This is an optimization exercise on Yosys and OpenROAD, whose aim is small area, not a production implementation.
In this exercise RTL edits were held to simulation tests only and were not proved equivalent to the original.
No activity file was given, so power comes from the tool's default toggle rates. No driver is modelled on the clock port, so clocking that relies on it looks cheaper here than on a real chip.

Design rf_top, start of the top module:
module rf_top #(
  parameter int unsigned NumRegs = 32
) (
  input  logic                         clk_i,
  input  logic                         rst_ni,
  input  logic                         acc_req_i,
  output logic                         acc_gnt_o,
  input  logic                         acc_we_i,
  input  logic [rf_pkg::AddrWidth-1:0] acc_addr_i,
  input  logic [rf_pkg::DataWidth-1:0] acc_wdata_i,
  input  logic [rf_pkg::IntgWidth-1:0] acc_wintg_i,
  output logic                         acc_rvalid_o,
  output logic [rf_pkg::DataWidth-1:0] acc_rdata_o,
  output logic                         acc_err_o,
  output logic                         core_sleep_o,
  output logic                         alert_major_o
);
  localparam int unsigned AW = rf_pkg::AddrWidth;
  localparam int unsigned DW = rf_pkg::DataWidth;
  localparam int unsigned WW = rf_pkg::WordWidth;
  localparam int unsigned NP = NumRegs / 2 - 1;   
  localparam int unsigned NS = NP + 1;            
  logic          gnt;
  logic          gnt_we;
  logic          gnt_rd;
  logic          rvalid_q;
  logic          we_q;
  logic          ph_q;
  logic          alert_q;
  logic [AW-1:0] addr_q;
  logic [WW-1:0] cap_q;
  logic [WW-1:0] m;
  logic [WW-1:0] req_word;
  logic          is_read;
  ...
Size in the first run: roughly 2500 cells after synthesis, about 1300 flip-flops, roughly 85 I/O pins.
==> module rf_inv, before the edit <==
module rf_inv (
  input  logic a_i,
  output logic y_o
);
  assign y_o = ~a_i;
endmodule
==> module rf_top, before the edit <==
module rf_top #(
  parameter int unsigned NumRegs = 32
) (
  input  logic                         clk_i,
  input  logic                         rst_ni,
  input  logic                         acc_req_i,
  output logic                         acc_gnt_o,
  input  logic                         acc_we_i,
  input  logic [rf_pkg::AddrWidth-1:0] acc_addr_i,
  input  logic [rf_pkg::DataWidth-1:0] acc_wdata_i,
  input  logic [rf_pkg::IntgWidth-1:0] acc_wintg_i,
  output logic                         acc_rvalid_o,
  output logic [rf_pkg::DataWidth-1:0] acc_rdata_o,
  output logic                         acc_err_o,
  output logic                         core_sleep_o,
  output logic                         alert_major_o
);
  localparam int unsigned AW = rf_pkg::AddrWidth;
  localparam int unsigned DW = rf_pkg::DataWidth;
  localparam int unsigned WW = rf_pkg::WordWidth;
  localparam int unsigned NP = NumRegs / 2 - 1;   
  localparam int unsigned NS = NP + 1;            
  logic          gnt;
  logic          gnt_we;
  logic          gnt_rd;
  logic          rvalid_q;
  logic          we_q;
  logic          ph_q;
  logic          alert_q;
  logic [AW-1:0] addr_q;
  logic [WW-1:0] cap_q;
  logic [WW-1:0] m;
  logic [WW-1:0] req_word;
  logic          is_read;
  logic          is_write;
  logic          cap_sel;
  logic          intg_err;
  assign gnt          = acc_req_i & ~rvalid_q;
  assign gnt_we       = gnt & acc_we_i;
  assign gnt_rd       = gnt & ~acc_we_i;
  assign acc_gnt_o    = gnt;
  assign acc_rvalid_o = rvalid_q;
  assign core_sleep_o = ~acc_req_i & ~rvalid_q;
  always_ff @(posedge clk_i or negedge rst_ni) begin
    if (!rst_ni) begin
      rvalid_q <= 1'b0;
      ph_q     <= 1'b0;
    end else begin
      rvalid_q <= gnt;
      ph_q     <= ~ph_q;
    end
  end
  always_ff @(posedge clk_i) begin
    we_q   <= acc_we_i;
    addr_q <= acc_addr_i;
    cap_q  <= m;
  end
  assign is_read  = rvalid_q & ~we_q;
  assign is_write = rvalid_q & we_q;
  assign req_word = {acc_wintg_i, acc_wdata_i};
  assign cap_sel = is_write |
                   (is_read & (addr_q[0] != ph_q) & (addr_q[AW-1:1] != '0));
  logic w_a, w_q, r_a, r_q;
  assign w_a = gnt_we   & (acc_addr_i[0] == ph_q);
  assign w_q = is_write & (addr_q[0] == ph_q);
  assign r_a = gnt_rd   & (acc_addr_i[0] == ph_q);
  assign r_q = is_read  & (addr_q[0] == ph_q);
  logic [NS-1:0] set;     
  logic [NS-1:0] keep;
  logic [NS-1:0] rsel;    
  logic [NS-1:0] v0_q;    
  logic [NS-1:0] v0_d;
  logic [NS-2:0] v1_q;    
  for (genvar p = 1; p <= NP; p++) begin : gen_pair_sel
    logic dec_a, dec_q, rd;
    assign dec_a = acc_addr_i[AW-1:1] == (AW-1)'(p);
    assign dec_q = addr_q[AW-1:1] == (AW-1)'(p);
    rf_ao22 u_set (.a1_i(w_a), .a2_i(dec_a), .b1_i(w_q), .b2_i(dec_q), .y_o(set[p-1]));
    rf_ao22 u_rd  (.a1_i(r_a), .a2_i(dec_a), .b1_i(r_q), .b2_i(dec_q), .y_o(rd));
    rf_and2 u_rsel (.a_i(rd), .b_i(v1_q[p-1]), .y_o(rsel[p-1]));
    rf_or2  u_v0   (.a_i(v1_q[p-1]), .b_i(set[p-1]), .y_o(v0_d[p-1]));
  end
  assign set[NS-1]  = gnt_we & (acc_addr_i == AW'(1));
  assign rsel[NS-1] = is_read & (addr_q == AW'(1)) & v0_q[NS-1];
  assign v0_d[NS-1] = v0_q[NS-1] | set[NS-1];
  for (genvar r = 0; r < NS; r++) begin : gen_keep
    rf_inv u_keep (.a_i(set[r]), .y_o(keep[r]));
  end
  always_ff @(posedge clk_i or negedge rst_ni) begin
    if (!rst_ni) begin
      v0_q <= '0;
      v1_q <= '0;
    end else begin
      v0_q <= v0_d;
      v1_q <= v0_q[NS-2:0];
    end
  end
  logic [WW-1:0] row0_q [NS];     
  logic [WW-1:0] row0_d [NS];
  logic [WW-1:0] row1_q [NS-1];
  logic [WW-1:0] rd_word [NS];    
  for (genvar r = 0; r < NS; r++) begin : gen_rows
    if (r < NS - 1) begin : gen_pair_rows
      assign rd_word[r] = row1_q[r];
      always_ff @(posedge clk_i) begin
        row1_q[r] <= row0_q[r];
      end
    end else begin : gen_single_row
      assign rd_word[r] = row0_q[r];
    end
    for (genvar b = 0; b < WW; b++) begin : gen_bit
      rf_ao22 u_nxt (
        .a1_i(rd_word[r][b]), .a2_i(keep[r]),
        .b1_i(m[b]),          .b2_i(set[r]),
        .y_o (row0_d[r][b])
      );
    end
    always_ff @(posedge clk_i) begin
      row0_q[r] <= row0_d[r];
    end
  end
  logic [NS+1:0] src_sel;
  assign src_sel = {cap_sel, gnt_we, rsel};
  for (genvar b = 0; b < WW; b++) begin : gen_m
    logic [NS+1:0] src;
    logic [5:0]    g;   
    logic [1:0]    n;
    for (genvar r = 0; r < NS; r++) begin : gen_src
      assign src[r] = rd_word[r][b];
    end
    assign src[NS]   = req_word[b];
    assign src[NS+1] = cap_q[b];
    for (genvar j = 0; j < 6; j++) begin : gen_g
      rf_aoi222 u_g (
        .a1_i(src_sel[3*j]),   .a2_i(src[3*j]),
        .b1_i(src_sel[3*j+1]), .b2_i(src[3*j+1]),
        .c1_i(src_sel[3*j+2]), .c2_i(src[3*j+2]),
        .y_o (g[j])
      );
    end
    rf_nand4 u_n0 (.a_i(g[0]), .b_i(g[1]), .c_i(g[2]), .d_i(g[3]), .y_o(n[0]));
    rf_nand2 u_n1 (.a_i(g[4]), .b_i(g[5]), .y_o(n[1]));
    rf_or2   u_m  (.a_i(n[0]), .b_i(n[1]), .y_o(m[b]));
  end
  for (genvar b = 0; b < DW; b++) begin : gen_out
    rf_and2 u_out (.a_i(m[b]), .b_i(is_read), .y_o(acc_rdata_o[b]));
  end
  rf_intg_check u_intg_check (
    .word_i(m),
    .err_o (intg_err)
  );
  assign acc_err_o = is_read & intg_err;
  always_ff @(posedge clk_i or negedge rst_ni) begin
    if (!rst_ni) begin
      alert_q <= 1'b0;
    end else begin
      alert_q <= alert_q | acc_err_o;
    end
  end
  assign alert_major_o = alert_q;
endmodule
clock: 15.0 ns
lec_check: 0
cap_margin: 30
core_margin: 2
core_utilization: 65
cts_cluster_diameter: 100
cts_cluster_size: 30
slew_margin: 30
synth_hierarchical: 1
synth_minimum_keep_size: 0
standard.sh (not shown) runs the stock make flow with config.mk's settings and CLKGATE_MAP_FILE= SYNTH_SCRIPT=/design/flow/synth_recipe.tcl, a recipe that flattens the netlist after the stock synthesis.
==> flow/flow/run.sh <==
#!/bin/bash
set -euo pipefail
export CTS_ARGS="-sink_clustering_enable -repair_clock_nets -sink_clustering_size 30 -sink_clustering_max_diameter 100 -dont_use_dummy_load"
export BUFFER_PORTS_ARGS="-buffer_cell sky130_fd_sc_hd__buf_1"
bash standard.sh > standard.log 2>&1
Then changed:
--- a/flow/design.v
+++ b/flow/design.v
@@ -29,10 +29,16 @@
   input  logic a_i, b_i, c_i, d_i,
   output logic y_o
 );
   assign y_o = ~(a_i & b_i & c_i & d_i);
 endmodule
+module rf_and3 (
+  input  logic a_i, b_i, c_i,
+  output logic y_o
+);
+  assign y_o = a_i & b_i & c_i;
+endmodule
 module rf_nand2 (
   input  logic a_i, b_i,
   output logic y_o
 );
   assign y_o = ~(a_i & b_i);
@@ -47,15 +53,21 @@
   input  logic a_i, b_i,
   output logic y_o
 );
   assign y_o = a_i & b_i;
 endmodule
-module rf_inv (
-  input  logic a_i,
-  output logic y_o
-);
-  assign y_o = ~a_i;
+module rf_nor2 (
+  input  logic a_i, b_i,
+  output logic y_o
+);
+  assign y_o = ~(a_i | b_i);
+endmodule
+module rf_nor2b (
+  input  logic a_i, b_n_i,
+  output logic y_o
+);
+  assign y_o = ~a_i & b_n_i;
 endmodule
 module rf_xor2 (
   input  logic a_i, b_i,
   output logic y_o
 );
@@ -145,38 +157,32 @@
   assign w_a = gnt_we   & (acc_addr_i[0] == ph_q);
   assign w_q = is_write & (addr_q[0] == ph_q);
   assign r_a = gnt_rd   & (acc_addr_i[0] == ph_q);
   assign r_q = is_read  & (addr_q[0] == ph_q);
   logic [NS-1:0] set;     
-  logic [NS-1:0] keep;
+  logic [NS-1:0] keep;    
   logic [NS-1:0] rsel;    
-  logic [NS-1:0] v0_q;    
-  logic [NS-1:0] v0_d;
-  logic [NS-2:0] v1_q;    
+  logic [1:0]    clr_q;   
+  always_ff @(posedge clk_i or negedge rst_ni) begin
+    if (!rst_ni) begin
+      clr_q <= 2'b11;
+    end else begin
+      clr_q <= {clr_q[0], 1'b0};
+    end
+  end
   for (genvar p = 1; p <= NP; p++) begin : gen_pair_sel
     logic dec_a, dec_q, rd;
     assign dec_a = acc_addr_i[AW-1:1] == (AW-1)'(p);
     assign dec_q = addr_q[AW-1:1] == (AW-1)'(p);
     rf_ao22 u_set (.a1_i(w_a), .a2_i(dec_a), .b1_i(w_q), .b2_i(dec_q), .y_o(set[p-1]));
     rf_ao22 u_rd  (.a1_i(r_a), .a2_i(dec_a), .b1_i(r_q), .b2_i(dec_q), .y_o(rd));
-    rf_and2 u_rsel (.a_i(rd), .b_i(v1_q[p-1]), .y_o(rsel[p-1]));
-    rf_or2  u_v0   (.a_i(v1_q[p-1]), .b_i(set[p-1]), .y_o(v0_d[p-1]));
+    rf_nor2b u_rsel (.a_i(clr_q[1]), .b_n_i(rd), .y_o(rsel[p-1]));
   end
   assign set[NS-1]  = gnt_we & (acc_addr_i == AW'(1));
-  assign rsel[NS-1] = is_read & (addr_q == AW'(1)) & v0_q[NS-1];
-  assign v0_d[NS-1] = v0_q[NS-1] | set[NS-1];
+  assign rsel[NS-1] = is_read & (addr_q == AW'(1));
   for (genvar r = 0; r < NS; r++) begin : gen_keep
-    rf_inv u_keep (.a_i(set[r]), .y_o(keep[r]));
-  end
-  always_ff @(posedge clk_i or negedge rst_ni) begin
-    if (!rst_ni) begin
-      v0_q <= '0;
-      v1_q <= '0;
-    end else begin
-      v0_q <= v0_d;
-      v1_q <= v0_q[NS-2:0];
-    end
+    rf_nor2 u_keep (.a_i(set[r]), .b_i(clr_q[r < NS - 1]), .y_o(keep[r]));
   end
   logic [WW-1:0] row0_q [NS];     
   logic [WW-1:0] row0_d [NS];
   logic [WW-1:0] row1_q [NS-1];
   logic [WW-1:0] rd_word [NS];    
@@ -203,11 +209,11 @@
   logic [NS+1:0] src_sel;
   assign src_sel = {cap_sel, gnt_we, rsel};
   for (genvar b = 0; b < WW; b++) begin : gen_m
     logic [NS+1:0] src;
     logic [5:0]    g;   
-    logic [1:0]    n;
+    logic          a;
     for (genvar r = 0; r < NS; r++) begin : gen_src
       assign src[r] = rd_word[r][b];
     end
     assign src[NS]   = req_word[b];
     assign src[NS+1] = cap_q[b];
@@ -217,13 +223,12 @@
         .b1_i(src_sel[3*j+1]), .b2_i(src[3*j+1]),
         .c1_i(src_sel[3*j+2]), .c2_i(src[3*j+2]),
         .y_o (g[j])
       );
     end
-    rf_nand4 u_n0 (.a_i(g[0]), .b_i(g[1]), .c_i(g[2]), .d_i(g[3]), .y_o(n[0]));
-    rf_nand2 u_n1 (.a_i(g[4]), .b_i(g[5]), .y_o(n[1]));
-    rf_or2   u_m  (.a_i(n[0]), .b_i(n[1]), .y_o(m[b]));
+    rf_and3  u_a (.a_i(g[0]), .b_i(g[1]), .c_i(g[2]), .y_o(a));
+    rf_nand4 u_m (.a_i(a), .b_i(g[3]), .c_i(g[4]), .d_i(g[5]), .y_o(m[b]));
   end
   for (genvar b = 0; b < DW; b++) begin : gen_out
     rf_and2 u_out (.a_i(m[b]), .b_i(is_read), .y_o(acc_rdata_o[b]));
   end
   rf_intg_check u_intg_check (
What happened:
- The changed run went through all stages and came out clean
- cell count drops by 2.2%
- worst setup slack got worse by 0.16 ns
- flip-flop and latch count drops by 29
- die area drops by 2.3%
- hold slack hardly moves
- design area drops by 1.8%
- register-to-register slack improved by 0.47 ns
- total power drops by 5.1%

## separate check: timing with driven ports
Ports are ideal in the flow. The routed layouts listed here were re-timed in OpenROAD. Step 1: set_driving_cell puts a clkbuf_16 on clk_i and a buf_2 on each other input, an assumption about the parent block. Step 2, shift: input delay + t, output delay - t, t = (earliest + latest rising clock arrival at the registers) / 2. This alone moves slack from input paths to output paths. Slacks: no drivers / after step 1 / after step 2; pairs: no drivers / after step 1.
run	t, ns	setup slack, ns	worst hold slack (ns)
the first run	0.684	3.933 / 3.905 / 3.905	0.317 / 0.317 / 0.317
the second run	0.685	3.775 / 3.753 / 3.753	0.315 / 0.315 / 0.315
After both steps every run listed still meets setup and hold. The setup slack of the first run, which loses most, moves by -0.028 ns with the drivers and by -0.028 ns with both steps.
